This design comes from an exercise in tuning for small area, a short achievable clock period and few clock cycles on the open sky130 flow, not from production work.
In this exercise RTL edits were held to simulation tests only and were not proved equivalent to the original.
Power is estimated from default activity; no workload was simulated.

## flow/flow/run.sh

```bash
#!/bin/bash
# Layout: the standard flow, with the port buffers made as buf_2
# cells instead of the delay buffers buffer_ports picks by itself.
set -euo pipefail
export BUFFER_PORTS_ARGS="-buffer_cell sky130_fd_sc_hd__buf_2"
bash standard.sh > standard.log 2>&1
```

## flow/design.v

```verilog
package edu_pkg;
    localparam int ELEM_W      = 16;             
    localparam int SQ_W        = 2 * ELEM_W;     
    localparam int ACC_W       = 46;             
    localparam int LO_W        = SQ_W;           
    localparam int HI_W        = ACC_W - LO_W;   
    localparam int ROOT_W      = ACC_W / 2;      
    localparam int REM_W       = ROOT_W + 1;     
    localparam int TDATA_IN_W  = 2 * ELEM_W;
    localparam int TDATA_OUT_W = ((ROOT_W + 7) / 8) * 8;
endpackage
module edu_sq_tree
(
    input  logic [16:0] d,
    output logic [33:0] row_s,
    output logic [33:0] row_c
);
    logic [15:0] u;
    logic        n;
    assign u = d[15:0];
    assign n = d[16];
    logic t1, t2, t3, t4, t5, t6, t7, t8, t9, t10, t11, t12, t13, t14, t15, t16, t17, t18, t19, t20, t21, t22, t23, t24, t25, t26, t27, t28, t29, t30, t31, t32, t33, t34, t35, t36, t37, t38, t39, t40, t41, t42, t43, t44, t45, t46, t47, t48, t49, t50, t51, t52, t53, t54, t55, t56, t57, t58, t59, t60, t61, t62, t63, t64, t65, t66, t67, t68, t69, t70, t71, t72, t73, t74, t75, t76, t77, t78, t79, t80, t81, t82, t83, t84, t85, t86, t87, t88, t89, t90, t91, t92, t93, t94, t95, t96, t97, t98, t99, t100, t101, t102, t103, t104, t105, t106, t107, t108, t109, t110, t111, t112, t113, t114, t115, t116, t117, t118, t119, t120, t121, t122, t123, t124, t125, t126, t127, t128, t129, t130, t131, t132, t133, t134, t135, t136, t137, t138, t139, t140, t141, t142, t143, t144, t145, t146, t147, t148, t149, t150, t151, t152, t153, t154, t155, t156, t157, t158, t159, t160, t161, t162, t163, t164, t165, t166, t167, t168, t169, t170, t171, t172, t173, t174, t175, t176, t177, t178, t179, t180, t181, t182, t183, t184, t185, t186, t187, t188, t189, t190, t191, t192, t193, t194, t195, t196, t197, t198, t199, t200, t201, t202, t203, t204, t205, t206, t207, t208, t209, t210;
    assign t1 = (u[0] & u[11]) ^ (u[1] & u[10]);
    assign t2 = (u[0] & u[11]) & (u[1] & u[10]);
    assign t3 = (u[0] & u[12]) ^ (u[1] & u[11]);
    assign t4 = (u[0] & u[12]) & (u[1] & u[11]);
    assign t5 = (u[0] & u[13]) ^ (u[1] & u[12]) ^ (u[2] & u[11]);
    assign t6 = ((u[0] & u[13]) & (u[1] & u[12])) | ((u[0] & u[13]) & (u[2] & u[11])) | ((u[1] & u[12]) & (u[2] & u[11]));
    assign t7 = (u[3] & u[10]) ^ (u[4] & u[9]);
    assign t8 = (u[3] & u[10]) & (u[4] & u[9]);
    assign t9 = (u[0] & u[14]) ^ (u[1] & u[13]) ^ (u[2] & u[12]);
    assign t10 = ((u[0] & u[14]) & (u[1] & u[13])) | ((u[0] & u[14]) & (u[2] & u[12])) | ((u[1] & u[13]) & (u[2] & u[12]));
    assign t11 = (u[3] & u[11]) ^ (u[4] & u[10]);
    assign t12 = (u[3] & u[11]) & (u[4] & u[10]);
    assign t13 = (u[0] & u[15]) ^ (u[1] & u[14]) ^ (u[2] & u[13]);
    assign t14 = ((u[0] & u[15]) & (u[1] & u[14])) | ((u[0] & u[15]) & (u[2] & u[13])) | ((u[1] & u[14]) & (u[2] & u[13]));
    assign t15 = (u[3] & u[12]) ^ (u[4] & u[11]) ^ (u[5] & u[10]);
    assign t16 = ((u[3] & u[12]) & (u[4] & u[11])) | ((u[3] & u[12]) & (u[5] & u[10])) | ((u[4] & u[11]) & (u[5] & u[10]));
    assign t17 = (u[6] & u[9]) ^ (u[7] & u[8]);
    assign t18 = (u[6] & u[9]) & (u[7] & u[8]);
    assign t19 = (u[1] & u[15]) ^ (u[2] & u[14]) ^ (u[3] & u[13]);
    assign t20 = ((u[1] & u[15]) & (u[2] & u[14])) | ((u[1] & u[15]) & (u[3] & u[13])) | ((u[2] & u[14]) & (u[3] & u[13]));
    assign t21 = (u[4] & u[12]) ^ (u[5] & u[11]) ^ (u[6] & u[10]);
    assign t22 = ((u[4] & u[12]) & (u[5] & u[11])) | ((u[4] & u[12]) & (u[6] & u[10])) | ((u[5] & u[11]) & (u[6] & u[10]));
    assign t23 = (u[7] & u[9]) ^ ~(n & u[0]) ^ 1'b1;
    assign t24 = ((u[7] & u[9]) & ~(n & u[0])) | ((u[7] & u[9]) & 1'b1) | (~(n & u[0]) & 1'b1);
    assign t25 = (u[2] & u[15]) ^ (u[3] & u[14]) ^ (u[4] & u[13]);
    assign t26 = ((u[2] & u[15]) & (u[3] & u[14])) | ((u[2] & u[15]) & (u[4] & u[13])) | ((u[3] & u[14]) & (u[4] & u[13]));
    assign t27 = (u[5] & u[12]) ^ (u[6] & u[11]) ^ (u[7] & u[10]);
    assign t28 = ((u[5] & u[12]) & (u[6] & u[11])) | ((u[5] & u[12]) & (u[7] & u[10])) | ((u[6] & u[11]) & (u[7] & u[10]));
    assign t29 = (u[8] & u[9]) ^ u[9] ^ ~(n & u[1]);
    assign t30 = ((u[8] & u[9]) & u[9]) | ((u[8] & u[9]) & ~(n & u[1])) | (u[9] & ~(n & u[1]));
    assign t31 = (u[3] & u[15]) ^ (u[4] & u[14]) ^ (u[5] & u[13]);
    assign t32 = ((u[3] & u[15]) & (u[4] & u[14])) | ((u[3] & u[15]) & (u[5] & u[13])) | ((u[4] & u[14]) & (u[5] & u[13]));
    assign t33 = (u[6] & u[12]) ^ (u[7] & u[11]) ^ (u[8] & u[10]);
    assign t34 = ((u[6] & u[12]) & (u[7] & u[11])) | ((u[6] & u[12]) & (u[8] & u[10])) | ((u[7] & u[11]) & (u[8] & u[10]));
    assign t35 = (u[4] & u[15]) ^ (u[5] & u[14]) ^ (u[6] & u[13]);
    assign t36 = ((u[4] & u[15]) & (u[5] & u[14])) | ((u[4] & u[15]) & (u[6] & u[13])) | ((u[5] & u[14]) & (u[6] & u[13]));
    assign t37 = (u[7] & u[12]) ^ (u[8] & u[11]) ^ (u[9] & u[10]);
    assign t38 = ((u[7] & u[12]) & (u[8] & u[11])) | ((u[7] & u[12]) & (u[9] & u[10])) | ((u[8] & u[11]) & (u[9] & u[10]));
    assign t39 = (u[5] & u[15]) ^ (u[6] & u[14]) ^ (u[7] & u[13]);
    assign t40 = ((u[5] & u[15]) & (u[6] & u[14])) | ((u[5] & u[15]) & (u[7] & u[13])) | ((u[6] & u[14]) & (u[7] & u[13]));
    assign t41 = (u[6] & u[15]) ^ (u[7] & u[14]) ^ (u[8] & u[13]);
    assign t42 = ((u[6] & u[15]) & (u[7] & u[14])) | ((u[6] & u[15]) & (u[8] & u[13])) | ((u[7] & u[14]) & (u[8] & u[13]));
    assign t43 = (u[0] & u[7]) ^ (u[1] & u[6]);
    assign t44 = (u[0] & u[7]) & (u[1] & u[6]);
    assign t45 = (u[0] & u[8]) ^ (u[1] & u[7]);
    assign t46 = (u[0] & u[8]) & (u[1] & u[7]);
    assign t47 = (u[0] & u[9]) ^ (u[1] & u[8]) ^ (u[2] & u[7]);
    assign t48 = ((u[0] & u[9]) & (u[1] & u[8])) | ((u[0] & u[9]) & (u[2] & u[7])) | ((u[1] & u[8]) & (u[2] & u[7]));
    assign t49 = (u[3] & u[6]) ^ (u[4] & u[5]);
    assign t50 = (u[3] & u[6]) & (u[4] & u[5]);
    assign t51 = (u[0] & u[10]) ^ (u[1] & u[9]) ^ (u[2] & u[8]);
    assign t52 = ((u[0] & u[10]) & (u[1] & u[9])) | ((u[0] & u[10]) & (u[2] & u[8])) | ((u[1] & u[9]) & (u[2] & u[8]));
    assign t53 = (u[3] & u[7]) ^ (u[4] & u[6]);
    assign t54 = (u[3] & u[7]) & (u[4] & u[6]);
    assign t55 = (u[2] & u[9]) ^ (u[3] & u[8]) ^ (u[4] & u[7]);
    assign t56 = ((u[2] & u[9]) & (u[3] & u[8])) | ((u[2] & u[9]) & (u[4] & u[7])) | ((u[3] & u[8]) & (u[4] & u[7]));
    assign t57 = (u[5] & u[6]) ^ u[6] ^ t1;
    assign t58 = ((u[5] & u[6]) & u[6]) | ((u[5] & u[6]) & t1) | (u[6] & t1);
    assign t59 = (u[2] & u[10]) ^ (u[3] & u[9]) ^ (u[4] & u[8]);
    assign t60 = ((u[2] & u[10]) & (u[3] & u[9])) | ((u[2] & u[10]) & (u[4] & u[8])) | ((u[3] & u[9]) & (u[4] & u[8]));
    assign t61 = (u[5] & u[7]) ^ t3 ^ t2;
    assign t62 = ((u[5] & u[7]) & t3) | ((u[5] & u[7]) & t2) | (t3 & t2);
    assign t63 = (u[5] & u[8]) ^ (u[6] & u[7]) ^ u[7];
    assign t64 = ((u[5] & u[8]) & (u[6] & u[7])) | ((u[5] & u[8]) & u[7]) | ((u[6] & u[7]) & u[7]);
    assign t65 = t5 ^ t7 ^ t4;
    assign t66 = (t5 & t7) | (t5 & t4) | (t7 & t4);
    assign t67 = (u[5] & u[9]) ^ (u[6] & u[8]) ^ t9;
    assign t68 = ((u[5] & u[9]) & (u[6] & u[8])) | ((u[5] & u[9]) & t9) | ((u[6] & u[8]) & t9);
    assign t69 = t11 ^ t6 ^ t8;
    assign t70 = (t11 & t6) | (t11 & t8) | (t6 & t8);
    assign t71 = u[8] ^ t13 ^ t15;
    assign t72 = (u[8] & t13) | (u[8] & t15) | (t13 & t15);
    assign t73 = t17 ^ t10 ^ t12;
    assign t74 = (t17 & t10) | (t17 & t12) | (t10 & t12);
    assign t75 = t19 ^ t21 ^ t23;
    assign t76 = (t19 & t21) | (t19 & t23) | (t21 & t23);
    assign t77 = t14 ^ t16 ^ t18;
    assign t78 = (t14 & t16) | (t14 & t18) | (t16 & t18);
    assign t79 = t25 ^ t27 ^ t29;
    assign t80 = (t25 & t27) | (t25 & t29) | (t27 & t29);
    assign t81 = t20 ^ t22 ^ t24;
    assign t82 = (t20 & t22) | (t20 & t24) | (t22 & t24);
    assign t83 = ~(n & u[2]) ^ t31 ^ t33;
    assign t84 = (~(n & u[2]) & t31) | (~(n & u[2]) & t33) | (t31 & t33);
    assign t85 = t26 ^ t28 ^ t30;
    assign t86 = (t26 & t28) | (t26 & t30) | (t28 & t30);
    assign t87 = u[10] ^ ~(n & u[3]) ^ t35;
    assign t88 = (u[10] & ~(n & u[3])) | (u[10] & t35) | (~(n & u[3]) & t35);
    assign t89 = t37 ^ t32 ^ t34;
    assign t90 = (t37 & t32) | (t37 & t34) | (t32 & t34);
    assign t91 = (u[8] & u[12]) ^ (u[9] & u[11]) ^ ~(n & u[4]);
    assign t92 = ((u[8] & u[12]) & (u[9] & u[11])) | ((u[8] & u[12]) & ~(n & u[4])) | ((u[9] & u[11]) & ~(n & u[4]));
    assign t93 = t39 ^ t36 ^ t38;
    assign t94 = (t39 & t36) | (t39 & t38) | (t36 & t38);
    assign t95 = (u[9] & u[12]) ^ (u[10] & u[11]) ^ u[11];
    assign t96 = ((u[9] & u[12]) & (u[10] & u[11])) | ((u[9] & u[12]) & u[11]) | ((u[10] & u[11]) & u[11]);
    assign t97 = ~(n & u[5]) ^ t41 ^ t40;
    assign t98 = (~(n & u[5]) & t41) | (~(n & u[5]) & t40) | (t41 & t40);
    assign t99 = (u[7] & u[15]) ^ (u[8] & u[14]) ^ (u[9] & u[13]);
    assign t100 = ((u[7] & u[15]) & (u[8] & u[14])) | ((u[7] & u[15]) & (u[9] & u[13])) | ((u[8] & u[14]) & (u[9] & u[13]));
    assign t101 = (u[10] & u[12]) ^ ~(n & u[6]) ^ t42;
    assign t102 = ((u[10] & u[12]) & ~(n & u[6])) | ((u[10] & u[12]) & t42) | (~(n & u[6]) & t42);
    assign t103 = (u[8] & u[15]) ^ (u[9] & u[14]) ^ (u[10] & u[13]);
    assign t104 = ((u[8] & u[15]) & (u[9] & u[14])) | ((u[8] & u[15]) & (u[10] & u[13])) | ((u[9] & u[14]) & (u[10] & u[13]));
    assign t105 = (u[11] & u[12]) ^ u[12] ^ ~(n & u[7]);
    assign t106 = ((u[11] & u[12]) & u[12]) | ((u[11] & u[12]) & ~(n & u[7])) | (u[12] & ~(n & u[7]));
    assign t107 = (u[9] & u[15]) ^ (u[10] & u[14]) ^ (u[11] & u[13]);
    assign t108 = ((u[9] & u[15]) & (u[10] & u[14])) | ((u[9] & u[15]) & (u[11] & u[13])) | ((u[10] & u[14]) & (u[11] & u[13]));
    assign t109 = (u[10] & u[15]) ^ (u[11] & u[14]) ^ (u[12] & u[13]);
    assign t110 = ((u[10] & u[15]) & (u[11] & u[14])) | ((u[10] & u[15]) & (u[12] & u[13])) | ((u[11] & u[14]) & (u[12] & u[13]));
    assign t111 = (u[0] & u[5]) ^ (u[1] & u[4]);
    assign t112 = (u[0] & u[5]) & (u[1] & u[4]);
    assign t113 = (u[0] & u[6]) ^ (u[1] & u[5]);
    assign t114 = (u[0] & u[6]) & (u[1] & u[5]);
    assign t115 = (u[2] & u[5]) ^ (u[3] & u[4]) ^ u[4];
    assign t116 = ((u[2] & u[5]) & (u[3] & u[4])) | ((u[2] & u[5]) & u[4]) | ((u[3] & u[4]) & u[4]);
    assign t117 = (u[2] & u[6]) ^ (u[3] & u[5]) ^ t45;
    assign t118 = ((u[2] & u[6]) & (u[3] & u[5])) | ((u[2] & u[6]) & t45) | ((u[3] & u[5]) & t45);
    assign t119 = u[5] ^ t47 ^ t49;
    assign t120 = (u[5] & t47) | (u[5] & t49) | (t47 & t49);
    assign t121 = t51 ^ t53 ^ t48;
    assign t122 = (t51 & t53) | (t51 & t48) | (t53 & t48);
    assign t123 = t55 ^ t57 ^ t52;
    assign t124 = (t55 & t57) | (t55 & t52) | (t57 & t52);
    assign t125 = t59 ^ t61 ^ t56;
    assign t126 = (t59 & t61) | (t59 & t56) | (t61 & t56);
    assign t127 = t63 ^ t65 ^ t60;
    assign t128 = (t63 & t65) | (t63 & t60) | (t65 & t60);
    assign t129 = t67 ^ t69 ^ t64;
    assign t130 = (t67 & t69) | (t67 & t64) | (t69 & t64);
    assign t131 = t71 ^ t73 ^ t68;
    assign t132 = (t71 & t73) | (t71 & t68) | (t73 & t68);
    assign t133 = t75 ^ t77 ^ t72;
    assign t134 = (t75 & t77) | (t75 & t72) | (t77 & t72);
    assign t135 = t79 ^ t81 ^ t76;
    assign t136 = (t79 & t81) | (t79 & t76) | (t81 & t76);
    assign t137 = t83 ^ t85 ^ t80;
    assign t138 = (t83 & t85) | (t83 & t80) | (t85 & t80);
    assign t139 = t87 ^ t89 ^ t84;
    assign t140 = (t87 & t89) | (t87 & t84) | (t89 & t84);
    assign t141 = t91 ^ t93 ^ t88;
    assign t142 = (t91 & t93) | (t91 & t88) | (t93 & t88);
    assign t143 = t95 ^ t97 ^ t92;
    assign t144 = (t95 & t97) | (t95 & t92) | (t97 & t92);
    assign t145 = t99 ^ t101 ^ t96;
    assign t146 = (t99 & t101) | (t99 & t96) | (t101 & t96);
    assign t147 = t103 ^ t105 ^ t100;
    assign t148 = (t103 & t105) | (t103 & t100) | (t105 & t100);
    assign t149 = ~(n & u[8]) ^ t107 ^ t104;
    assign t150 = (~(n & u[8]) & t107) | (~(n & u[8]) & t104) | (t107 & t104);
    assign t151 = u[13] ^ ~(n & u[9]) ^ t109;
    assign t152 = (u[13] & ~(n & u[9])) | (u[13] & t109) | (~(n & u[9]) & t109);
    assign t153 = (u[11] & u[15]) ^ (u[12] & u[14]) ^ ~(n & u[10]);
    assign t154 = ((u[11] & u[15]) & (u[12] & u[14])) | ((u[11] & u[15]) & ~(n & u[10])) | ((u[12] & u[14]) & ~(n & u[10]));
    assign t155 = (u[12] & u[15]) ^ (u[13] & u[14]) ^ u[14];
    assign t156 = ((u[12] & u[15]) & (u[13] & u[14])) | ((u[12] & u[15]) & u[14]) | ((u[13] & u[14]) & u[14]);
    assign t157 = (u[0] & u[3]) ^ (u[1] & u[2]);
    assign t158 = (u[0] & u[3]) & (u[1] & u[2]);
    assign t159 = (u[0] & u[4]) ^ (u[1] & u[3]);
    assign t160 = (u[0] & u[4]) & (u[1] & u[3]);
    assign t161 = (u[2] & u[3]) ^ u[3] ^ t111;
    assign t162 = ((u[2] & u[3]) & u[3]) | ((u[2] & u[3]) & t111) | (u[3] & t111);
    assign t163 = (u[2] & u[4]) ^ t113 ^ t112;
    assign t164 = ((u[2] & u[4]) & t113) | ((u[2] & u[4]) & t112) | (t113 & t112);
    assign t165 = t43 ^ t115 ^ t114;
    assign t166 = (t43 & t115) | (t43 & t114) | (t115 & t114);
    assign t167 = t44 ^ t117 ^ t116;
    assign t168 = (t44 & t117) | (t44 & t116) | (t117 & t116);
    assign t169 = t46 ^ t119 ^ t118;
    assign t170 = (t46 & t119) | (t46 & t118) | (t119 & t118);
    assign t171 = t50 ^ t121 ^ t120;
    assign t172 = (t50 & t121) | (t50 & t120) | (t121 & t120);
    assign t173 = t54 ^ t123 ^ t122;
    assign t174 = (t54 & t123) | (t54 & t122) | (t123 & t122);
    assign t175 = t58 ^ t125 ^ t124;
    assign t176 = (t58 & t125) | (t58 & t124) | (t125 & t124);
    assign t177 = t62 ^ t127 ^ t126;
    assign t178 = (t62 & t127) | (t62 & t126) | (t127 & t126);
    assign t179 = t66 ^ t129 ^ t128;
    assign t180 = (t66 & t129) | (t66 & t128) | (t129 & t128);
    assign t181 = t70 ^ t131 ^ t130;
    assign t182 = (t70 & t131) | (t70 & t130) | (t131 & t130);
    assign t183 = t74 ^ t133 ^ t132;
    assign t184 = (t74 & t133) | (t74 & t132) | (t133 & t132);
    assign t185 = t78 ^ t135 ^ t134;
    assign t186 = (t78 & t135) | (t78 & t134) | (t135 & t134);
    assign t187 = t82 ^ t137 ^ t136;
    assign t188 = (t82 & t137) | (t82 & t136) | (t137 & t136);
    assign t189 = t86 ^ t139 ^ t138;
    assign t190 = (t86 & t139) | (t86 & t138) | (t139 & t138);
    assign t191 = t90 ^ t141 ^ t140;
    assign t192 = (t90 & t141) | (t90 & t140) | (t141 & t140);
    assign t193 = t94 ^ t143 ^ t142;
    assign t194 = (t94 & t143) | (t94 & t142) | (t143 & t142);
    assign t195 = t98 ^ t145 ^ t144;
    assign t196 = (t98 & t145) | (t98 & t144) | (t145 & t144);
    assign t197 = t102 ^ t147 ^ t146;
    assign t198 = (t102 & t147) | (t102 & t146) | (t147 & t146);
    assign t199 = t106 ^ t149 ^ t148;
    assign t200 = (t106 & t149) | (t106 & t148) | (t149 & t148);
    assign t201 = t108 ^ t151 ^ t150;
    assign t202 = (t108 & t151) | (t108 & t150) | (t151 & t150);
    assign t203 = t110 ^ t153 ^ t152;
    assign t204 = (t110 & t153) | (t110 & t152) | (t153 & t152);
    assign t205 = ~(n & u[11]) ^ t155 ^ t154;
    assign t206 = (~(n & u[11]) & t155) | (~(n & u[11]) & t154) | (t155 & t154);
    assign t207 = (u[13] & u[15]) ^ ~(n & u[12]) ^ t156;
    assign t208 = ((u[13] & u[15]) & ~(n & u[12])) | ((u[13] & u[15]) & t156) | (~(n & u[12]) & t156);
    assign t209 = (u[14] & u[15]) ^ u[15] ^ ~(n & u[13]);
    assign t210 = ((u[14] & u[15]) & u[15]) | ((u[14] & u[15]) & ~(n & u[13])) | (u[15] & ~(n & u[13]));
    assign row_s = {1'b1, ~(n & u[15]), ~(n & u[14]), t209, t207, t205, t203, t201, t199, t197, t195, t193, t191, t189, t187, t185, t183, t181, t179, t177, t175, t173, t171, t169, t167, t165, t163, t161, t159, u[2], (u[0] & u[2]), (u[0] & u[1]), 1'b0, u[0]};
    assign row_c = {1'b0, n, t210, t208, t206, t204, t202, t200, t198, t196, t194, t192, t190, t188, t186, t184, t182, t180, t178, t176, t174, t172, t170, t168, t166, t164, t162, t160, t158, t157, 1'b0, u[1], 1'b0, 1'b0};
endmodule
module edu_root_top
(
    input  logic [7:0] x,
    output logic [3:0] root,
    output logic [4:0] rem
);
    always_comb
    begin
        case (x)
            8'd0: begin root = 4'd0; rem = 5'd0; end
            8'd1: begin root = 4'd1; rem = 5'd0; end
            8'd2: begin root = 4'd1; rem = 5'd1; end
            8'd3: begin root = 4'd1; rem = 5'd2; end
            8'd4: begin root = 4'd2; rem = 5'd0; end
            8'd5: begin root = 4'd2; rem = 5'd1; end
            8'd6: begin root = 4'd2; rem = 5'd2; end
            8'd7: begin root = 4'd2; rem = 5'd3; end
            8'd8: begin root = 4'd2; rem = 5'd4; end
            8'd9: begin root = 4'd3; rem = 5'd0; end
            8'd10: begin root = 4'd3; rem = 5'd1; end
            8'd11: begin root = 4'd3; rem = 5'd2; end
            8'd12: begin root = 4'd3; rem = 5'd3; end
            8'd13: begin root = 4'd3; rem = 5'd4; end
            8'd14: begin root = 4'd3; rem = 5'd5; end
            8'd15: begin root = 4'd3; rem = 5'd6; end
            8'd16: begin root = 4'd4; rem = 5'd0; end
            8'd17: begin root = 4'd4; rem = 5'd1; end
            8'd18: begin root = 4'd4; rem = 5'd2; end
            8'd19: begin root = 4'd4; rem = 5'd3; end
            8'd20: begin root = 4'd4; rem = 5'd4; end
            8'd21: begin root = 4'd4; rem = 5'd5; end
            8'd22: begin root = 4'd4; rem = 5'd6; end
            8'd23: begin root = 4'd4; rem = 5'd7; end
            8'd24: begin root = 4'd4; rem = 5'd8; end
            8'd25: begin root = 4'd5; rem = 5'd0; end
            8'd26: begin root = 4'd5; rem = 5'd1; end
            8'd27: begin root = 4'd5; rem = 5'd2; end
            8'd28: begin root = 4'd5; rem = 5'd3; end
            8'd29: begin root = 4'd5; rem = 5'd4; end
            8'd30: begin root = 4'd5; rem = 5'd5; end
            8'd31: begin root = 4'd5; rem = 5'd6; end
            8'd32: begin root = 4'd5; rem = 5'd7; end
            8'd33: begin root = 4'd5; rem = 5'd8; end
            8'd34: begin root = 4'd5; rem = 5'd9; end
            8'd35: begin root = 4'd5; rem = 5'd10; end
            8'd36: begin root = 4'd6; rem = 5'd0; end
            8'd37: begin root = 4'd6; rem = 5'd1; end
            8'd38: begin root = 4'd6; rem = 5'd2; end
            8'd39: begin root = 4'd6; rem = 5'd3; end
            8'd40: begin root = 4'd6; rem = 5'd4; end
            8'd41: begin root = 4'd6; rem = 5'd5; end
            8'd42: begin root = 4'd6; rem = 5'd6; end
            8'd43: begin root = 4'd6; rem = 5'd7; end
            8'd44: begin root = 4'd6; rem = 5'd8; end
            8'd45: begin root = 4'd6; rem = 5'd9; end
            8'd46: begin root = 4'd6; rem = 5'd10; end
            8'd47: begin root = 4'd6; rem = 5'd11; end
            8'd48: begin root = 4'd6; rem = 5'd12; end
            8'd49: begin root = 4'd7; rem = 5'd0; end
            8'd50: begin root = 4'd7; rem = 5'd1; end
            8'd51: begin root = 4'd7; rem = 5'd2; end
            8'd52: begin root = 4'd7; rem = 5'd3; end
            8'd53: begin root = 4'd7; rem = 5'd4; end
            8'd54: begin root = 4'd7; rem = 5'd5; end
            8'd55: begin root = 4'd7; rem = 5'd6; end
            8'd56: begin root = 4'd7; rem = 5'd7; end
            8'd57: begin root = 4'd7; rem = 5'd8; end
            8'd58: begin root = 4'd7; rem = 5'd9; end
            8'd59: begin root = 4'd7; rem = 5'd10; end
            8'd60: begin root = 4'd7; rem = 5'd11; end
            8'd61: begin root = 4'd7; rem = 5'd12; end
            8'd62: begin root = 4'd7; rem = 5'd13; end
            8'd63: begin root = 4'd7; rem = 5'd14; end
            8'd64: begin root = 4'd8; rem = 5'd0; end
            8'd65: begin root = 4'd8; rem = 5'd1; end
            8'd66: begin root = 4'd8; rem = 5'd2; end
            8'd67: begin root = 4'd8; rem = 5'd3; end
            8'd68: begin root = 4'd8; rem = 5'd4; end
            8'd69: begin root = 4'd8; rem = 5'd5; end
            8'd70: begin root = 4'd8; rem = 5'd6; end
            8'd71: begin root = 4'd8; rem = 5'd7; end
            8'd72: begin root = 4'd8; rem = 5'd8; end
            8'd73: begin root = 4'd8; rem = 5'd9; end
            8'd74: begin root = 4'd8; rem = 5'd10; end
            8'd75: begin root = 4'd8; rem = 5'd11; end
            8'd76: begin root = 4'd8; rem = 5'd12; end
            8'd77: begin root = 4'd8; rem = 5'd13; end
            8'd78: begin root = 4'd8; rem = 5'd14; end
            8'd79: begin root = 4'd8; rem = 5'd15; end
            8'd80: begin root = 4'd8; rem = 5'd16; end
            8'd81: begin root = 4'd9; rem = 5'd0; end
            8'd82: begin root = 4'd9; rem = 5'd1; end
            8'd83: begin root = 4'd9; rem = 5'd2; end
            8'd84: begin root = 4'd9; rem = 5'd3; end
            8'd85: begin root = 4'd9; rem = 5'd4; end
            8'd86: begin root = 4'd9; rem = 5'd5; end
            8'd87: begin root = 4'd9; rem = 5'd6; end
            8'd88: begin root = 4'd9; rem = 5'd7; end
            8'd89: begin root = 4'd9; rem = 5'd8; end
            8'd90: begin root = 4'd9; rem = 5'd9; end
            8'd91: begin root = 4'd9; rem = 5'd10; end
            8'd92: begin root = 4'd9; rem = 5'd11; end
            8'd93: begin root = 4'd9; rem = 5'd12; end
            8'd94: begin root = 4'd9; rem = 5'd13; end
            8'd95: begin root = 4'd9; rem = 5'd14; end
            8'd96: begin root = 4'd9; rem = 5'd15; end
            8'd97: begin root = 4'd9; rem = 5'd16; end
            8'd98: begin root = 4'd9; rem = 5'd17; end
            8'd99: begin root = 4'd9; rem = 5'd18; end
            8'd100: begin root = 4'd10; rem = 5'd0; end
            8'd101: begin root = 4'd10; rem = 5'd1; end
            8'd102: begin root = 4'd10; rem = 5'd2; end
            8'd103: begin root = 4'd10; rem = 5'd3; end
            8'd104: begin root = 4'd10; rem = 5'd4; end
            8'd105: begin root = 4'd10; rem = 5'd5; end
            8'd106: begin root = 4'd10; rem = 5'd6; end
            8'd107: begin root = 4'd10; rem = 5'd7; end
            8'd108: begin root = 4'd10; rem = 5'd8; end
            8'd109: begin root = 4'd10; rem = 5'd9; end
            8'd110: begin root = 4'd10; rem = 5'd10; end
            8'd111: begin root = 4'd10; rem = 5'd11; end
            8'd112: begin root = 4'd10; rem = 5'd12; end
            8'd113: begin root = 4'd10; rem = 5'd13; end
            8'd114: begin root = 4'd10; rem = 5'd14; end
            8'd115: begin root = 4'd10; rem = 5'd15; end
            8'd116: begin root = 4'd10; rem = 5'd16; end
            8'd117: begin root = 4'd10; rem = 5'd17; end
            8'd118: begin root = 4'd10; rem = 5'd18; end
            8'd119: begin root = 4'd10; rem = 5'd19; end
            8'd120: begin root = 4'd10; rem = 5'd20; end
            8'd121: begin root = 4'd11; rem = 5'd0; end
            8'd122: begin root = 4'd11; rem = 5'd1; end
            8'd123: begin root = 4'd11; rem = 5'd2; end
            8'd124: begin root = 4'd11; rem = 5'd3; end
            8'd125: begin root = 4'd11; rem = 5'd4; end
            8'd126: begin root = 4'd11; rem = 5'd5; end
            8'd127: begin root = 4'd11; rem = 5'd6; end
            8'd128: begin root = 4'd11; rem = 5'd7; end
            8'd129: begin root = 4'd11; rem = 5'd8; end
            8'd130: begin root = 4'd11; rem = 5'd9; end
            8'd131: begin root = 4'd11; rem = 5'd10; end
            8'd132: begin root = 4'd11; rem = 5'd11; end
            8'd133: begin root = 4'd11; rem = 5'd12; end
            8'd134: begin root = 4'd11; rem = 5'd13; end
            8'd135: begin root = 4'd11; rem = 5'd14; end
            8'd136: begin root = 4'd11; rem = 5'd15; end
            8'd137: begin root = 4'd11; rem = 5'd16; end
            8'd138: begin root = 4'd11; rem = 5'd17; end
            8'd139: begin root = 4'd11; rem = 5'd18; end
            8'd140: begin root = 4'd11; rem = 5'd19; end
            8'd141: begin root = 4'd11; rem = 5'd20; end
            8'd142: begin root = 4'd11; rem = 5'd21; end
            8'd143: begin root = 4'd11; rem = 5'd22; end
            8'd144: begin root = 4'd12; rem = 5'd0; end
            8'd145: begin root = 4'd12; rem = 5'd1; end
            8'd146: begin root = 4'd12; rem = 5'd2; end
            8'd147: begin root = 4'd12; rem = 5'd3; end
            8'd148: begin root = 4'd12; rem = 5'd4; end
            8'd149: begin root = 4'd12; rem = 5'd5; end
            8'd150: begin root = 4'd12; rem = 5'd6; end
            8'd151: begin root = 4'd12; rem = 5'd7; end
            8'd152: begin root = 4'd12; rem = 5'd8; end
            8'd153: begin root = 4'd12; rem = 5'd9; end
            8'd154: begin root = 4'd12; rem = 5'd10; end
            8'd155: begin root = 4'd12; rem = 5'd11; end
            8'd156: begin root = 4'd12; rem = 5'd12; end
            8'd157: begin root = 4'd12; rem = 5'd13; end
            8'd158: begin root = 4'd12; rem = 5'd14; end
            8'd159: begin root = 4'd12; rem = 5'd15; end
            8'd160: begin root = 4'd12; rem = 5'd16; end
            8'd161: begin root = 4'd12; rem = 5'd17; end
            8'd162: begin root = 4'd12; rem = 5'd18; end
            8'd163: begin root = 4'd12; rem = 5'd19; end
            8'd164: begin root = 4'd12; rem = 5'd20; end
            8'd165: begin root = 4'd12; rem = 5'd21; end
            8'd166: begin root = 4'd12; rem = 5'd22; end
            8'd167: begin root = 4'd12; rem = 5'd23; end
            8'd168: begin root = 4'd12; rem = 5'd24; end
            8'd169: begin root = 4'd13; rem = 5'd0; end
            8'd170: begin root = 4'd13; rem = 5'd1; end
            8'd171: begin root = 4'd13; rem = 5'd2; end
            8'd172: begin root = 4'd13; rem = 5'd3; end
            8'd173: begin root = 4'd13; rem = 5'd4; end
            8'd174: begin root = 4'd13; rem = 5'd5; end
            8'd175: begin root = 4'd13; rem = 5'd6; end
            8'd176: begin root = 4'd13; rem = 5'd7; end
            8'd177: begin root = 4'd13; rem = 5'd8; end
            8'd178: begin root = 4'd13; rem = 5'd9; end
            8'd179: begin root = 4'd13; rem = 5'd10; end
            8'd180: begin root = 4'd13; rem = 5'd11; end
            8'd181: begin root = 4'd13; rem = 5'd12; end
            8'd182: begin root = 4'd13; rem = 5'd13; end
            8'd183: begin root = 4'd13; rem = 5'd14; end
            8'd184: begin root = 4'd13; rem = 5'd15; end
            8'd185: begin root = 4'd13; rem = 5'd16; end
            8'd186: begin root = 4'd13; rem = 5'd17; end
            8'd187: begin root = 4'd13; rem = 5'd18; end
            8'd188: begin root = 4'd13; rem = 5'd19; end
            8'd189: begin root = 4'd13; rem = 5'd20; end
            8'd190: begin root = 4'd13; rem = 5'd21; end
            8'd191: begin root = 4'd13; rem = 5'd22; end
            8'd192: begin root = 4'd13; rem = 5'd23; end
            8'd193: begin root = 4'd13; rem = 5'd24; end
            8'd194: begin root = 4'd13; rem = 5'd25; end
            8'd195: begin root = 4'd13; rem = 5'd26; end
            8'd196: begin root = 4'd14; rem = 5'd0; end
            8'd197: begin root = 4'd14; rem = 5'd1; end
            8'd198: begin root = 4'd14; rem = 5'd2; end
            8'd199: begin root = 4'd14; rem = 5'd3; end
            8'd200: begin root = 4'd14; rem = 5'd4; end
            8'd201: begin root = 4'd14; rem = 5'd5; end
            8'd202: begin root = 4'd14; rem = 5'd6; end
            8'd203: begin root = 4'd14; rem = 5'd7; end
            8'd204: begin root = 4'd14; rem = 5'd8; end
            8'd205: begin root = 4'd14; rem = 5'd9; end
            8'd206: begin root = 4'd14; rem = 5'd10; end
            8'd207: begin root = 4'd14; rem = 5'd11; end
            8'd208: begin root = 4'd14; rem = 5'd12; end
            8'd209: begin root = 4'd14; rem = 5'd13; end
            8'd210: begin root = 4'd14; rem = 5'd14; end
            8'd211: begin root = 4'd14; rem = 5'd15; end
            8'd212: begin root = 4'd14; rem = 5'd16; end
            8'd213: begin root = 4'd14; rem = 5'd17; end
            8'd214: begin root = 4'd14; rem = 5'd18; end
            8'd215: begin root = 4'd14; rem = 5'd19; end
            8'd216: begin root = 4'd14; rem = 5'd20; end
            8'd217: begin root = 4'd14; rem = 5'd21; end
            8'd218: begin root = 4'd14; rem = 5'd22; end
            8'd219: begin root = 4'd14; rem = 5'd23; end
            8'd220: begin root = 4'd14; rem = 5'd24; end
            8'd221: begin root = 4'd14; rem = 5'd25; end
            8'd222: begin root = 4'd14; rem = 5'd26; end
            8'd223: begin root = 4'd14; rem = 5'd27; end
            8'd224: begin root = 4'd14; rem = 5'd28; end
            8'd225: begin root = 4'd15; rem = 5'd0; end
            8'd226: begin root = 4'd15; rem = 5'd1; end
            8'd227: begin root = 4'd15; rem = 5'd2; end
            8'd228: begin root = 4'd15; rem = 5'd3; end
            8'd229: begin root = 4'd15; rem = 5'd4; end
            8'd230: begin root = 4'd15; rem = 5'd5; end
            8'd231: begin root = 4'd15; rem = 5'd6; end
            8'd232: begin root = 4'd15; rem = 5'd7; end
            8'd233: begin root = 4'd15; rem = 5'd8; end
            8'd234: begin root = 4'd15; rem = 5'd9; end
            8'd235: begin root = 4'd15; rem = 5'd10; end
            8'd236: begin root = 4'd15; rem = 5'd11; end
            8'd237: begin root = 4'd15; rem = 5'd12; end
            8'd238: begin root = 4'd15; rem = 5'd13; end
            8'd239: begin root = 4'd15; rem = 5'd14; end
            8'd240: begin root = 4'd15; rem = 5'd15; end
            8'd241: begin root = 4'd15; rem = 5'd16; end
            8'd242: begin root = 4'd15; rem = 5'd17; end
            8'd243: begin root = 4'd15; rem = 5'd18; end
            8'd244: begin root = 4'd15; rem = 5'd19; end
            8'd245: begin root = 4'd15; rem = 5'd20; end
            8'd246: begin root = 4'd15; rem = 5'd21; end
            8'd247: begin root = 4'd15; rem = 5'd22; end
            8'd248: begin root = 4'd15; rem = 5'd23; end
            8'd249: begin root = 4'd15; rem = 5'd24; end
            8'd250: begin root = 4'd15; rem = 5'd25; end
            8'd251: begin root = 4'd15; rem = 5'd26; end
            8'd252: begin root = 4'd15; rem = 5'd27; end
            8'd253: begin root = 4'd15; rem = 5'd28; end
            8'd254: begin root = 4'd15; rem = 5'd29; end
            8'd255: begin root = 4'd15; rem = 5'd30; end
            default: begin root = '0; rem = '0; end
        endcase
    end
endmodule
module euclidean_distance_unit
(
    input  logic                              clk,
    input  logic                              rst_n,
    input  logic                              s_axis_tvalid,
    output logic                              s_axis_tready,
    input  logic [edu_pkg::TDATA_IN_W-1:0]    s_axis_tdata,
    input  logic                              s_axis_tlast,
    output logic                              m_axis_tvalid,
    input  logic                              m_axis_tready,
    output logic [edu_pkg::TDATA_OUT_W-1:0]   m_axis_tdata,
    output logic                              m_axis_tuser
);
    localparam int EW    = edu_pkg::ELEM_W;
    localparam int AW    = edu_pkg::ACC_W;
    localparam int LW    = edu_pkg::LO_W;
    localparam int HW    = edu_pkg::HI_W;
    localparam int RW    = edu_pkg::ROOT_W;
    localparam int MW    = edu_pkg::REM_W;
    localparam int FB    = 4;                    
    localparam int BW    = AW - 2 * FB;          
    localparam int RADW  = BW;                   
    localparam int STEPS = RW - FB;              
    localparam int TW    = LW + 2;               
    logic              rdy_reg;
    logic              accept;
    logic [EW:0]       diff;
    logic [EW:0]       da_reg;
    logic              va_reg, lasta_reg;
    assign accept = s_axis_tvalid && rdy_reg;
    assign diff   = {s_axis_tdata[EW-1], s_axis_tdata[EW-1:0]}
                  - {s_axis_tdata[2*EW-1], s_axis_tdata[2*EW-1:EW]};
    always_ff @(posedge clk)
    begin
        da_reg    <= accept ? diff : '0;
        lasta_reg <= s_axis_tlast;
    end
    logic [TW-1:0]     row_s, row_c;
    logic [TW-1:0]     rsb_reg, rcb_reg;
    logic              vb_reg, lastb_reg;
    edu_sq_tree u_sq
    (
        .d     (da_reg),
        .row_s (row_s),
        .row_c (row_c)
    );
    always_ff @(posedge clk)
    begin
        rsb_reg   <= row_s;
        rcb_reg   <= row_c;
        lastb_reg <= lasta_reg;
    end
    logic [LW-1:0]     lo_reg;
    logic [HW-1:0]     hi_reg;
    logic              cy_reg, ovf_reg;
    logic              first_reg;    
    logic              clr_reg;      
    logic              full_reg;     
    logic [TW-1:0]     base, cs_s, cs_c, lo_sum;
    logic [HW:0]       hi_inc;
    logic              load;
    assign base   = clr_reg ? '0 : TW'(lo_reg);
    assign cs_s   = base ^ rsb_reg ^ rcb_reg;
    assign cs_c   = {(base[TW-2:0] & rsb_reg[TW-2:0])
                   | (base[TW-2:0] & rcb_reg[TW-2:0])
                   | (rsb_reg[TW-2:0] & rcb_reg[TW-2:0]), 1'b0};
    assign lo_sum = cs_s + cs_c;
    always_comb
    begin
        for (int i = 0; i < HW; i++)
            hi_inc[i] = hi_reg[i] ^ (cy_reg && ((hi_reg & HW'((1 << i) - 1)) == HW'((1 << i) - 1)));
        hi_inc[HW] = cy_reg && (&hi_reg);
    end
    always_ff @(posedge clk)
        clr_reg <= va_reg && (vb_reg ? lastb_reg : first_reg);
    always_ff @(posedge clk)
    begin
        lo_reg  <= lo_sum[LW-1:0];
        cy_reg  <= lo_sum[LW];
        hi_reg  <= clr_reg ? '0 : hi_inc[HW-1:0];
        ovf_reg <= clr_reg ? 1'b0 : (ovf_reg || hi_inc[HW]);
    end
    logic              busy_reg, valid_reg, sat_reg;
    logic [4:0]        cnt_reg;
    logic [RADW-1:0]   rad_reg;
    logic [MW:0]       rem_reg;      
    logic [RW-1:0]     root_reg;
    logic              free, finish;
    logic              bufv_reg, bsat_reg, move;
    logic [BW-1:0]     bsum_reg;
    logic [FB-1:0]     broot_reg;
    logic [FB:0]       brem_reg;
    logic [AW-1:0]     sum_c;        
    logic              sat_c;
    logic [FB-1:0]     root_t;
    logic [FB:0]       rem_t;
    assign sum_c = {hi_inc[HW-1:0], lo_reg};
    assign sat_c = ovf_reg || hi_inc[HW];
    edu_root_top u_top
    (
        .x    (sum_c[AW-1 -: 2*FB]),
        .root (root_t),
        .rem  (rem_t)
    );
    assign move = full_reg && (!bufv_reg || load);
    always_ff @(posedge clk)
    begin
        if (move)
        begin
            bsum_reg  <= sum_c[BW-1:0];
            broot_reg <= root_t | {FB{sat_c}};
            brem_reg  <= rem_t;
            bsat_reg  <= sat_c;
        end
    end
    logic [MW:0]       rem_n, step_op;
    logic [RW-1:0]     root_n;
    assign step_op = rem_reg[MW] ? {root_reg, 2'b11} : {~root_reg, 2'b11};
    assign rem_n   = {rem_reg[MW-2:0], rad_reg[RADW-1 -: 2]} + step_op;
    assign root_n  = {root_reg[RW-2:0], !rem_n[MW] || sat_reg};
    assign free   = (!busy_reg && !valid_reg) || (valid_reg && m_axis_tready);
    assign load   = bufv_reg && free;
    assign finish = busy_reg && (cnt_reg == '0);
    always_ff @(posedge clk)
    begin
        if (load)
        begin
            rad_reg  <= bsum_reg[RADW-1:0];
            rem_reg  <= (MW+1)'(brem_reg);
            root_reg <= RW'(broot_reg);
            sat_reg  <= bsat_reg;
        end
        else
        begin
            rad_reg  <= {rad_reg[RADW-3:0], 2'b00};
            rem_reg  <= rem_n;
            if (busy_reg)
                root_reg <= root_n;
        end
    end
    always_ff @(posedge clk)
        cnt_reg <= load ? 5'(STEPS - 1) : cnt_reg - 1'b1;
    logic       rdy_next;
    logic [1:0] pend_reg;    
    function automatic logic ready_next(input logic mr, input logic lt);
        logic       ld, idle;
        logic [1:0] pend;
        ld   = bufv_reg && ((!busy_reg && !valid_reg) || (valid_reg && mr));
        pend = pend_reg + 2'(lt) - 2'(ld);
        idle = !ld && !busy_reg && !(valid_reg && !mr);
        ready_next = (pend <= 2'd1) || ((pend == 2'd2) && idle);
    endfunction
    always_comb
    begin
        logic r00, r01, r10, r11;
        r00 = ready_next(1'b0, 1'b0);
        r01 = ready_next(1'b0, 1'b1);
        r10 = ready_next(1'b1, 1'b0);
        r11 = ready_next(1'b1, 1'b1);
        if (accept && s_axis_tlast)
            rdy_next = m_axis_tready ? r11 : r01;
        else
            rdy_next = m_axis_tready ? r10 : r00;
    end
    always_ff @(posedge clk or negedge rst_n)
    begin
        if (!rst_n)
        begin
            rdy_reg   <= 1'b0;
            pend_reg  <= '0;
            va_reg    <= 1'b0;
            vb_reg    <= 1'b0;
            first_reg <= 1'b1;
            full_reg  <= 1'b0;
            bufv_reg  <= 1'b0;
            busy_reg  <= 1'b0;
            valid_reg <= 1'b0;
        end
        else
        begin
            rdy_reg   <= rdy_next;
            pend_reg  <= pend_reg + 2'(accept && s_axis_tlast) - 2'(load);
            va_reg    <= accept;
            vb_reg    <= va_reg;
            if (vb_reg)
                first_reg <= lastb_reg;
            full_reg  <= (full_reg && !move) || (vb_reg && lastb_reg);
            bufv_reg  <= (bufv_reg && !load) || move;
            if (load)
                busy_reg <= 1'b1;
            else if (finish)
                busy_reg <= 1'b0;
            if (finish)
                valid_reg <= 1'b1;
            else if (m_axis_tready)
                valid_reg <= 1'b0;
        end
    end
    assign s_axis_tready = rdy_reg;
    assign m_axis_tvalid = valid_reg;
    assign m_axis_tdata  = edu_pkg::TDATA_OUT_W'(root_reg);
    assign m_axis_tuser  = sat_reg;
endmodule
```

## flow/config.mk

```make
export PLATFORM = sky130hd
export DESIGN_NAME = euclidean_distance_unit
export DESIGN_NICKNAME = euclidean_distance_unit
export VERILOG_FILES = /design/flow/design.v
export SDC_FILE = /design/flow/constraint.sdc
export NUM_CORES = 4
export LEC_CHECK = 0
export CAP_MARGIN = 20
export CORE_MARGIN = 2
export CORE_UTILIZATION = 60
export CTS_CLUSTER_DIAMETER = 60
export CTS_CLUSTER_SIZE = 30
export PLACE_DENSITY = 0.75
export SETUP_SLACK_MARGIN = 4.85
export SLEW_MARGIN = 20
```

## flow/constraint.sdc

```tcl
create_clock -name core_clock -period 8.0 [get_ports {clk}]
set_input_delay 1.6000 -clock core_clock [delete_from_list [all_inputs] [get_ports {clk}]]
set_output_delay 1.6000 -clock core_clock [all_outputs]
set_load 0.01 [all_outputs]
```

## flow/standard.sh

```bash
#!/bin/bash
# synth_recipe.tcl (not shown) runs the flow's synth.tcl, then flattens the netlist and writes it again
# the make line also repeats each setting of config.mk as NAME=value (left out here)
make -C /OpenROAD-flow-scripts/flow DESIGN_CONFIG=/design/flow/config.mk WORK_HOME=/design/flow/orfs CLKGATE_MAP_FILE= SYNTH_SCRIPT=/design/flow/synth_recipe.tcl "${@:-finish}"
```

==> impl_results.md, run 1 <==
- Setup_tns: 0 ns
- Grt total ovfl: 0
- Critical Path Sink Type: flop
- Chip Height: 175 um
- PortBufs: 62
- Hold Crit Class: reg2reg
- Final Cycle Share: 39.6%
- Worst-path clk slew: 0.10 ns
- Crit path buffers/inverters: 1
- Final min period: 3.17 ns
- Required @ worst endpoint: 8.32 ns
- PD cells: 424 mW/mm2
- Core footprint: 0.0288 mm2
- Top cell type's share of synthesized area: 24.6%
- Crit path from: hi_reg[9]
- Commonest cells after routing, fill and taps aside: nand2_1, inv_1, dfxtp_1
- Sequential share of power: 28.5%
- CP Cell Sequence: buf_6, nand2_1, nor2_1, nand3_1, xnor2_4, nor2_2, o41ai_1, o22ai_1, nor4_2
- RR Endpoint: brem_reg[2]
- Hold_buf cts: 0
- Vias in the first global route: 12800
- Drt first pass iters: 5
- Hold Path Origin: lasta_reg
- First-pass GRT wire length: 61.1 mm
- Hold Path Depth: 0
- Synthesized Nets: 2197
- Vias per Instance: 5.56
- Asr flop ratio synth: 3.58%
- Slew Viols, Final: 0
- Initial core utilization: 61.1%
- Routed Antenna Nets: 0
- Top_reg_cell synth: dfxtp_1
- Mapped Cells: 1941
- Post-DP HPWL: 25.2 mm
- Crit path max fanout: 43
- Synthesis Warnings: 2
- Nets: 2245
- Dominant cell type by area after synthesis: dfxtp_1
- Seq/Total Area, Yosys: 35.0%
- Total GRT Usage: 23.9%
- CTS tree: done
- Placed cell area: 0.0182 mm2
- Clk Tree Root Cell: clkbuf_16
- Sw frac: 43.0%
- R2R depth: 9
- Chip width: 175 um
- Worst Tran Pin Value: 1.01 ns
- Clk_skew: 0.0242 ns
- Routed WL: 37.0 mm
- Combinational fraction of design power: 56.4%
- Largest net degree at the start of global routing: 83
- Final hold violations: 0
- Critical setup path kind: reg2reg
- Initial antenna violation count: 0
- Worst R2R Start: hi_reg[9]
- Worst EP arrival: 3.49 ns
- IO Pins: 64
- Syn Std Cell Area: 0.0176 mm2
- Pleak: 9.28 nW
- Synth top area cells: dfxtp_1, fa_1, edfxtp_1, ha_1, nand2_1
- Slowest cell on crit path: xnor2_4
- Final Cell Area: 0.0200 mm2
- Clk buf depth: 3
- Worst-skew pair later-pin latency: 0.54 ns
- Final setup viols: 0
- Startpoint types: flop
- Clk sink count: 279
- Ant diodes: 0
- Unrepaired setup endpoints after global routing: true
- Crit path max-delay family: simple AND/OR/NAND/NOR gates
- H-tree depth: 1
- Area grow syn2layout: 13.5%
- Cell internal pwr: 4.83 mW
- Post-synth EDFFs: 53
- Sw Pwr: 3.64 mW
- Clock power frac: 15.0%
- Share of cells above drive strength 1: 13.3%
- Via count: 13300
- Core Util, Final: 69.4%
- Largest stage delay on the critical path: 0.47 ns
- Slew Limit Headroom: 32.4%
- Yosys reg bits: 279
- Most common cell after layout, fill and taps aside: nand2_1
- Peak supply drop: 0.000199 V
- Achievable Freq: 316 MHz
- R2R setup slack: 4.83 ns
- DRT iter0 DRCs: 1129
- Crit path to: brem_reg[2]
- Max cap viols: 0
- Status: finished clean
- Post-synthesis cell type count: 83
- Syn_area_per_cell: 9.07 um2
- Gp weighted congestion: 0.970
- Crit path depth: 9
- TritonCTS Buffers: 23
- # rows: 62
- Post-route DRC: 0
- Die area: 0.0307 mm2
- WL/cell: 15.5 um
cells by family (layout without fill, tap and decap cells):
kind of cell             Yosys count  count (layout)  share of synthesized area [%]
AO/OA/AOI/OAI                    321             321                           12.1
AND/OR/NAND/NOR                  647             647                           17.8
adder cells (fa/ha/maj)          219             219                           20.4
multiplexers                      32              32                           1.91
flip-flops                       279             279                           35.0
buffers and inverters            332             397                           7.20
other                              1               1                         0.0213
XOR/XNOR                         110             110                           5.60
metal layers:
metal  vias to the layer above  GRT usage, %  wire (um)
met1                      6307          31.4      15900
met3                        97          2.55       1770
met4                         0          7.29       1100
met2                       419          41.6      18200
met5                         -             0          0
li1                       6475             -          -
repair_timing:
action,CTS,global route
setup buffers,12,16
cloned,2,1
resized for setup,55,72
setup endpoints to repair,35,34
pin swaps,17,28
power groups by stage:
stage / clock (mW) / combinational, mW / sequential [mW]
2_1_floorplan: 0 / 3.51 / 2.31
3_3_place_gp: 0 / 4.15 / 2.42
3_5_place_dp: 0 / 4.27 / 2.44
4_1_cts: 1.31 / 4.43 / 2.41
5_1_grt: 1.36 / 5.40 / 2.48
6_report: 1.27 / 4.78 / 2.42
area by class of cell:
cell class / instances / area (um2)
clock buffers: 24 / 601
fillers: 2186 / 8800
repair buffers: 106 / 719
flip-flops and latches: 279 / 6200
inverters: 249 / 942
clock inverters: 18 / 324
multi-input cells: 1330 / 10700
well taps: 384 / 480
synth_stat cells (8+ instances only):
master and instances:
nand2_1 248, inv_1 245, dfxtp_1 216, nor2_1 116, fa_1 112, ha_1 107
and2_1 86, a21oi_1 85, xnor2_1 73, clkbuf_1 65, o21ai_0 57, edfxtp_1 53
nand2b_1 49, nand3_1 36, nor3_1 34, xor2_1 34, mux2i_1 29, a21o_1 27
o21a_1 23, nor2b_1 21, and3_1 16, o211ai_1 15, a211oi_1 14, a31oi_1 11
dfrtp_1 9, nand4_1 8
how the worst min path moves through the flow:
stage / endpoint / slack (ns)
floorplan: lastb_reg / 0.31
finish: lastb_reg / 0.35
detailed placement: lastb_reg / 0.32
global route: lastb_reg / 0.36
global placement: lastb_reg / 0.32
CTS: lastb_reg / 0.35
through the flow:
stage | hold slack (ns) | std cells | power (mW) | setup slack [ns]
after floorplan | 0.310 | 1941 | 5.82 | 4.70
after detailed placement | 0.320 | 2317 | 6.71 | 4.34
after CTS | 0.350 | 2373 | 8.15 | 4.80
after global placement | 0.318 | 2317 | 6.57 | 4.20
after global routing | 0.358 | 2390 | 9.24 | 4.72
final | 0.351 | 2390 | 8.47 | 4.83
Testbench counts, summed over its fixed seeds: cycles 22,995.
==> run 2: changes to the inputs <==
--- a/flow/config.mk
+++ b/flow/config.mk
@@ -10,6 +10,7 @@
 export CORE_UTILIZATION = 60
+export CTS_BUF_LIST = sky130_fd_sc_hd__clkbuf_8
 export CTS_CLUSTER_DIAMETER = 60
-export CTS_CLUSTER_SIZE = 30
+export CTS_CLUSTER_SIZE = 20
 export PLACE_DENSITY = 0.75
-export SETUP_SLACK_MARGIN = 4.85
+export SETUP_SLACK_MARGIN = 4.6
 export SLEW_MARGIN = 20
==> run 2 against run 1 <==
Net effect:
- critical path type unchanged
- critical path depth grew 1
- non-clock buffer count shrank 22
- design area shrank 4.8%
- largest cell class unchanged
- clock power shrank 24%
- first-iteration DRC count shrank 23%
- global-route usage shrank 1.0 points
==> impl_results.md, run 2 <==
- Post-route DRC: 0 (unchanged)
- Via count: 12900 (-3.1%)
- Commonest cells after routing, fill and taps aside: inv_1, nand2_1, dfxtp_1
- Dominant cell type by area after synthesis: dfxtp_1
- Most numerous cell in the Yosys netlist: nand2_1
- Final min period: 3.32 ns (+0.151 ns)
- Achievable Freq: 301 MHz (-4.6%)
- Die area: 0.0307 mm2 (unchanged)
- Post-synthesis adder-cell area fraction: 20.4% (unchanged)
- Final Worst Setup Slack: 4.68 ns (-0.151 ns)
- Initial core utilization: 61.1% (unchanged)
- Status: finished clean
- Final hold violations: 0 (unchanged)
- Critical Path Sink Type: flop
- Asr flop ratio synth: 3.58% (unchanged)
- Slew Viols, Final: 0 (unchanged)
- Worst-skew pair later-pin latency: 0.59 ns (+0.05 ns)
- Post-synthesis mux area share: 1.91% (unchanged)
- Clk sink count: 279 (unchanged)
- Area grow syn2layout: 8.08%
- Crit path max fanout: 32 (-26%)
- TritonCTS Buffers: 26 (+13%)
- Post-Synth XOR/XNOR Area: 5.60% (unchanged)
- GR peak layer: met2
- Top post-synthesis cells by count: nand2_1, inv_1, dfxtp_1
- Routed Antenna Nets: 0 (unchanged)
- Grt total ovfl: 0 (unchanged)
- Clk_skew: 0.0293 ns (+0.00512 ns)
- Routed WL: 35.2 mm (-4.9%)
- Vias per Instance: 5.43 (-2.4%)
- Final setup viols: 0 (unchanged)
- Ant diodes: 0 (unchanged)
- Core footprint: 0.0288 mm2 (unchanged)
- Drt first pass iters: 5 (unchanged)
- Most common cell after layout, fill and taps aside: inv_1
- Hold Crit Class: reg2reg
- Combinational family with the most area after synthesis: adder cells
- Post-synthesis cell type count: 83 (unchanged)
- Nets: 2226 (-0.85%)
- # rows: 62 (unchanged)
- Post-synth EDFFs: 53 (unchanged)
- Synthesized Nets: 2197 (unchanged)
- Core Util, Final: 66.1% (-3.3 points)
- R2R setup slack: 4.68 ns (-0.15 ns)
- Syn Std Cell Area: 0.0176 mm2 (unchanged)
- Area fraction in compound gates after synthesis: 12.1% (unchanged)
- Post-Synth Simple-Gate Area: 17.8% (unchanged)
- First-pass GRT wire length: 58.9 mm (-3.6%)
- Total GRT Usage: 22.8% (-1.0 points)
- Syn_area_per_cell: 9.07 um2 (unchanged)
- Hold_buf cts: 0 (unchanged)
- Reg area: 0.00618 mm2 (-0.42%)
- WHS: 0.356 ns (+0.00519 ns)
- Final Cycle Share: 41.5% (+1.9 points)
- Synth top area cells: dfxtp_1, fa_1, edfxtp_1, ha_1, nand2_1
- PD cells: 405 mW/mm2 (-4.5%)
- Required @ worst endpoint: 8.32 ns (about the same)
- Total power: 7.70 mW (-9.1%)
- Unrepaired setup endpoints after global routing: true
- Met1 Usage GRT: 30.3% (-1.1 points)
- Peak supply drop: 0.000222 V (+11%)
- WL/cell: 14.8 um (-4.2%)
- Clk buf depth: 3 (unchanged)
- Worst-path clk slew: 0.11 ns (about the same)
- Initial antenna violation count: 0 (unchanged)
- Top cell type's share of synthesized area: 24.6% (unchanged)
- H-tree depth: 1 (unchanged)
- Grt met2 use: 39.0% (-2.5 points)
- Mapped Cells: 1941 (unchanged)
- Largest net degree at the start of global routing: 84 (+1.2%)
- Startpoint types: flop
- Chip width: 175 um (unchanged)
- DRT iter0 DRCs: 866 (-23%)
- Post-DP HPWL: 25.4 mm (+0.84%)
- Chip Height: 175 um (unchanged)
- Synthesis Warnings: 2 (unchanged)
- Gp weighted congestion: 0.893 (-8.0%)
- Fillers: 2378 (+8.8%)
- CTS tree: done
- Seq/Total Area, Yosys: 35.0% (unchanged)
- Pleak: 9.00 nW (-3.0%)
- Max cap viols: 0 (unchanged)
- Place WS: 4.00 ns (-0.341 ns)
- Vias in the first global route: 12600 (-1.3%)
- Clk Tree Root Cell: clkbuf_8
- Slew Limit Headroom: 23.5% (-8.8 points)
- Setup_tns: 0 ns (unchanged)
- Area of the multi-input gates: 0.0103 mm2 (-3.8%)
- Top_reg_cell synth: dfxtp_1
- Share of cells above drive strength 1: 8.94% (-4.4 points)
- Worst EP arrival: 3.64 ns (+0.15 ns)
- PortBufs: 62 (unchanged)
- Yosys reg bits: 279 (unchanged)
- Critical setup path kind: reg2reg
- Worst Tran Pin Value: 1.14 ns (+0.129 ns)
- IO Pins: 64 (unchanged)
- Met3 Usage GRT: 2.68% (+0.13 points)
## run 2: cell counts after synthesis
Identical to the previous run, type by type.
## run 2: area by class of cell
type,instances,area share (%)
multi-input cells,1330,54.2
clock inverters,19,1.19
repair buffers,84,2.64
clock buffers,29,2.10
well taps,384,2.53
inverters,249,4.91
flip-flops and latches,279,32.5
## run 2: cell families after synthesis
group	after synthesis
buf+inv	332
flops	279
mux	32
compound gates	321
simple gates	647
other cells	1
xor+xnor	110
fa+ha+maj	219
## run 2: repair_timing
item | CTS | global route
endpoints found under the setup margin | 18 | 16
hold endpoints to repair | 0 | 0
resized for setup | 10 | 22
pin swaps | 3 | 5
cloned | 0 | 1
buffers inserted | 7 | 3
## run 2: critical path, stage by stage, from the launching register on
cell and delay, ns:
dfxtp_1 0.34, buf_4 0.33, nand2_1 0.29, nor2_1 0.33
nand3_2 0.30, xnor2_2 0.30, buf_4 0.23, nand2_1 0.11
o21ai_0 0.10, a2111oi_0 0.57, nor4_2 0.13
## run 2: power by group
group | internal, mW | leakage [nW] | switching, mW
clock network | 0.389 | 0.324 | 0.576
logic | 1.88 | 6.27 | 2.45
registers | 2.06 | 2.41 | 0.341
total | 4.33 | 9.00 | 3.37
## run 2: metal layers
layer | up-vias | routed length [um]
li1 | 6434 | -
met3 | 78 | 1520
met5 | - | 0
met1 | 6052 | 16000
met4 | 0 | 950
met2 | 324 | 16700
## run 2: final timing paths
check                      startpoint     endpoint  depth (start not counted)
min reg2reg                 lasta_reg    lastb_reg                          0
max                         hi_reg[8]  brem_reg[2]                         10
max reg2reg                 hi_reg[8]  brem_reg[2]                         10
min                         lasta_reg    lastb_reg                          0
max in group asynchronous       rst_n    first_reg                          1
min in group asynchronous       rst_n     full_reg                          1
## run 2: through the flow
stage          cells  instance area, um2
6_report        2374               19000
3_3_place_gp    2315               18200
5_1_grt         2374               19000
2_1_floorplan   1941               17600
3_5_place_dp    2315               18200
4_1_cts         2370               18900
==> run 3: changes to the inputs <==
--- a/flow/config.mk
+++ b/flow/config.mk
@@ -14,3 +14,3 @@
 export PLACE_DENSITY = 0.75
-export SETUP_SLACK_MARGIN = 4.6
+export SETUP_SLACK_MARGIN = 4.7
 export SLEW_MARGIN = 20
==> run 3 against run 2 <==
Net effect:
- critical path type unchanged
- critical path depth decreased by 3
- fmax up 3.8%
- design area up 1.4%
- wire length up 0.46%
- global-route usage rose by 0.48 points
- combinational power increased by 4%
- sequential power about the same
- sequential cell count is the same
- highest routed layer unchanged
==> impl_results.md, run 3 <==
- Hold Path End: lastb_reg
- Placed cell area: 0.0182 mm2 (+0.14%)
- Area grow syn2layout: 9.65%
- Synth top area cells: dfxtp_1, fa_1, edfxtp_1, ha_1, nand2_1
- Vias in the first global route: 12900 (+2.1%)
- PortBufs: 62 (unchanged)
- Syn_area_per_cell: 9.07 um2 (unchanged)
- Worst EP arrival: 3.63 ns (about the same)
- Largest net degree at the start of global routing: 83 (-1.2%)
- Drt first pass iters: 5 (unchanged)
- Top cell type's share of synthesized area: 24.6% (unchanged)
- Achievable Freq: 313 MHz (+3.8%)
- Commonest cells after routing, fill and taps aside: inv_1, nand2_1, dfxtp_1
- Fillers: 2325 (-2.2%)
- R2R setup slack: 4.80 ns (+0.12 ns)
- Syn Std Cell Area: 0.0176 mm2 (unchanged)
- Final setup viols: 0 (unchanged)
- Clk sink count: 279 (unchanged)
- Share of cells above drive strength 1: 10.9% (+2.0 points)
- Max cap viols: 0 (unchanged)
- Nets: 2234 (+0.36%)
- Worst-skew pair later-pin latency: 0.57 ns (-0.02 ns)
- Slew Limit Headroom: 31.5% (+8.0 points)
- Mapped Cells: 1941 (unchanged)
- Asr flop ratio synth: 3.58% (unchanged)
- Hold Path Depth: 0 (unchanged)
- Most numerous cell in the Yosys netlist: nand2_1
- Post-DP HPWL: 25.3 mm (-0.12%)
- R2R depth: 7 (-3)
- Hold Path Origin: lasta_reg
- Top_reg_cell synth: dfxtp_1
- Vias per Instance: 5.46 (+0.58%)
- Routed Antenna Nets: 0 (unchanged)
- Most common cell after layout, fill and taps aside: inv_1
- TritonCTS Buffers: 25 (-3.8%)
- Chip Height: 175 um (unchanged)
- Final hold violations: 0 (unchanged)
- DRT iter0 DRCs: 740 (-15%)
- Grt total ovfl: 0 (unchanged)
- Yosys reg bits: 279 (unchanged)
- Clk buf depth: 3 (unchanged)
- Startpoint types: flop
- Unrepaired setup endpoints after global routing: false
- Top post-synthesis cells by count: nand2_1, inv_1, dfxtp_1
- Dominant cell type by area after synthesis: dfxtp_1
- Final Cycle Share: 40.0% (-1.5 points)
- IO Pins: 64 (unchanged)
- PD cells: 408 mW/mm2 (+0.73%)
- Clk_skew: 0.0272 ns (-0.00208 ns)
- Ant diodes: 0 (unchanged)
- Post-synth EDFFs: 53 (unchanged)
- Required @ worst endpoint: 8.44 ns (+0.12 ns)
- Worst-path clk slew: 0.11 ns (about the same)
- Initial antenna violation count: 0 (unchanged)
- Slew Viols, Final: 0 (unchanged)
- Synthesized Nets: 2197 (unchanged)
- Hold_buf cts: 0 (unchanged)
- WL/cell: 14.9 um (+0.21%)
- Synthesis Warnings: 2 (unchanged)
- Seq/Total Area, Yosys: 35.0% (unchanged)
- Core footprint: 0.0288 mm2 (unchanged)
- Routed WL: 35.4 mm (+0.46%)
- H-tree depth: 1 (unchanged)
- RR Endpoint: rsb_reg[17]
- Final Cell Area: 0.0193 mm2 (+1.4%)
- Hold Crit Class: reg2reg
- Worst R2R Start: da_reg[13]
- Status: finished clean
- Setup_tns: 0 ns (unchanged)
- # rows: 62 (unchanged)
- Final min period: 3.20 ns (-0.121 ns)
- Worst Tran Pin Value: 1.02 ns (-0.117 ns)
- Via count: 13000 (+0.83%)
- Chip width: 175 um (unchanged)
- Die area: 0.0307 mm2 (unchanged)
- First-pass GRT wire length: 60.1 mm (+2.1%)
- Initial core utilization: 61.1% (unchanged)
- Post-route DRC: 0 (unchanged)
- Clk Tree Root Cell: clkbuf_8
- Gp weighted congestion: 0.901 (+0.86%)
- Crit path max fanout: 18 (-44%)
- Post-synthesis cell type count: 83 (unchanged)
- Critical Path Sink Type: flop
- CTS tree: done
- Critical setup path kind: reg2reg
- Peak supply drop: 0.000185 V (-17%)
- Pleak: 9.07 nW (+0.78%)
- Total GRT Usage: 23.3% (+0.48 points)
-- run 3: cell counts after synthesis --
Identical to the previous run, type by type.
-- run 3: per-stage QoR --
step	setup WS, ns	hold WS (ns)	power (mW)	util (%)	cells
finish	4.80	0.338	7.87	67.0	2380
global route	4.70	0.353	8.62	67.0	2380
CTS	4.70	0.345	7.76	66.0	2371
detailed placement	4.16	0.320	6.73	63.2	2315
global placement	4.17	0.318	6.56	63.1	2314
floorplan	4.70	0.310	5.81	-	1941
-- run 3: how the worst max path moves through the flow --
| stage | start | to | slack [ns] | depth (start not counted) |
|---|---|---|---|---|
| after floorplan | s_axis_tdata[18] | da_reg[14] | 4.70 | 10 |
| final | da_reg[13] | rsb_reg[17] | 4.80 | 7 |
| after detailed placement | m_axis_tready | rem_reg[21] | 4.16 | 7 |
| after CTS | hi_reg[0] | brem_reg[3] | 4.70 | 12 |
| after global routing | rem_reg[24] | root_reg[0] | 4.70 | 12 |
| after global placement | m_axis_tready | sat_reg | 4.17 | 5 |
-- run 3: critical path, cell delays in order, from the launching register on --
cell and delay (ns):
dfxtp_1 0.76, and2_1 0.25, fa_1 0.45, fa_1 0.55, inv_1 0.06, fa_1 0.53, inv_1 0.05, fa_1 0.43
-- run 3: final cells by class --
cell class,count,area (um2),share of cell area [%]
clock inverter,20,258,1.34
multi-input combinational,1330,10500,54.3
clock buffer,25,344,1.78
timing repair buffer,93,603,3.13
inverter,249,935,4.84
tap,384,480,2.49
sequential,279,6190,32.1
-- run 3: repair_timing --
item / in CTS / in global routing
endpoints found under the setup margin: 18 / 106
pin swaps: 7 / 16
cloned: 1 / 1
gates resized for setup: 29 / 48
setup buffers: 10 / 8
-- run 3: cells by family after synthesis --
family / count (synthesis) / synth area share (%)
buffers and inverters: 332 / 7.20
AND/OR/NAND/NOR: 647 / 17.8
XOR/XNOR: 110 / 5.60
multiplexers: 32 / 1.91
AO/OA/AOI/OAI: 321 / 12.1
adder cells (fa/ha/maj): 219 / 20.4
flip-flops: 279 / 35.0
other: 1 / 0.0213
-- run 3: metal layers --
layer	global-route usage (%)	routed length (um)
met1	28.9	15200
met2	42.2	17500
met3	3.27	1720
met4	7.01	986
met5	0	0
-- run 3: report_power, final --
group / internal, mW / switching (mW)
logic: 1.96 / 2.54
registers: 2.07 / 0.342
clock network: 0.406 / 0.549
total: 4.44 / 3.43

[afterwards: timing with drivers on the ports]
No port has a modelled driver above. Below, the same layouts with a new extraction and two added sets of constraints. Step 1 sets driving cells, clkbuf_16 on the clock port and buf_2 on the other inputs (assumed; they add their load-dependent delay and slew). Step 2 moves the port delays by t, midway between the first and last clock arrival at a register: inputs arrive t later, outputs are due t later. That takes back most of the time a late clock gives input paths. Three values: ideal, step 1, step 2; two values: the first two.
run	t, ns	setup slack, ns	worst setup path at the end	pins driven straight from the clock port
run 1	0.576	4.834 / 4.834 / 4.365	input to register	1
run 2	0.617	4.683 / 4.683 / 4.250	input to register	1
run 3	0.601	4.804 / 4.804 / 4.338	input to register	1
After both steps setup and hold are still met in every run listed. The setup slack of run 1, which loses most, moves by 0.000 ns with the drivers and by -0.469 ns with both steps.
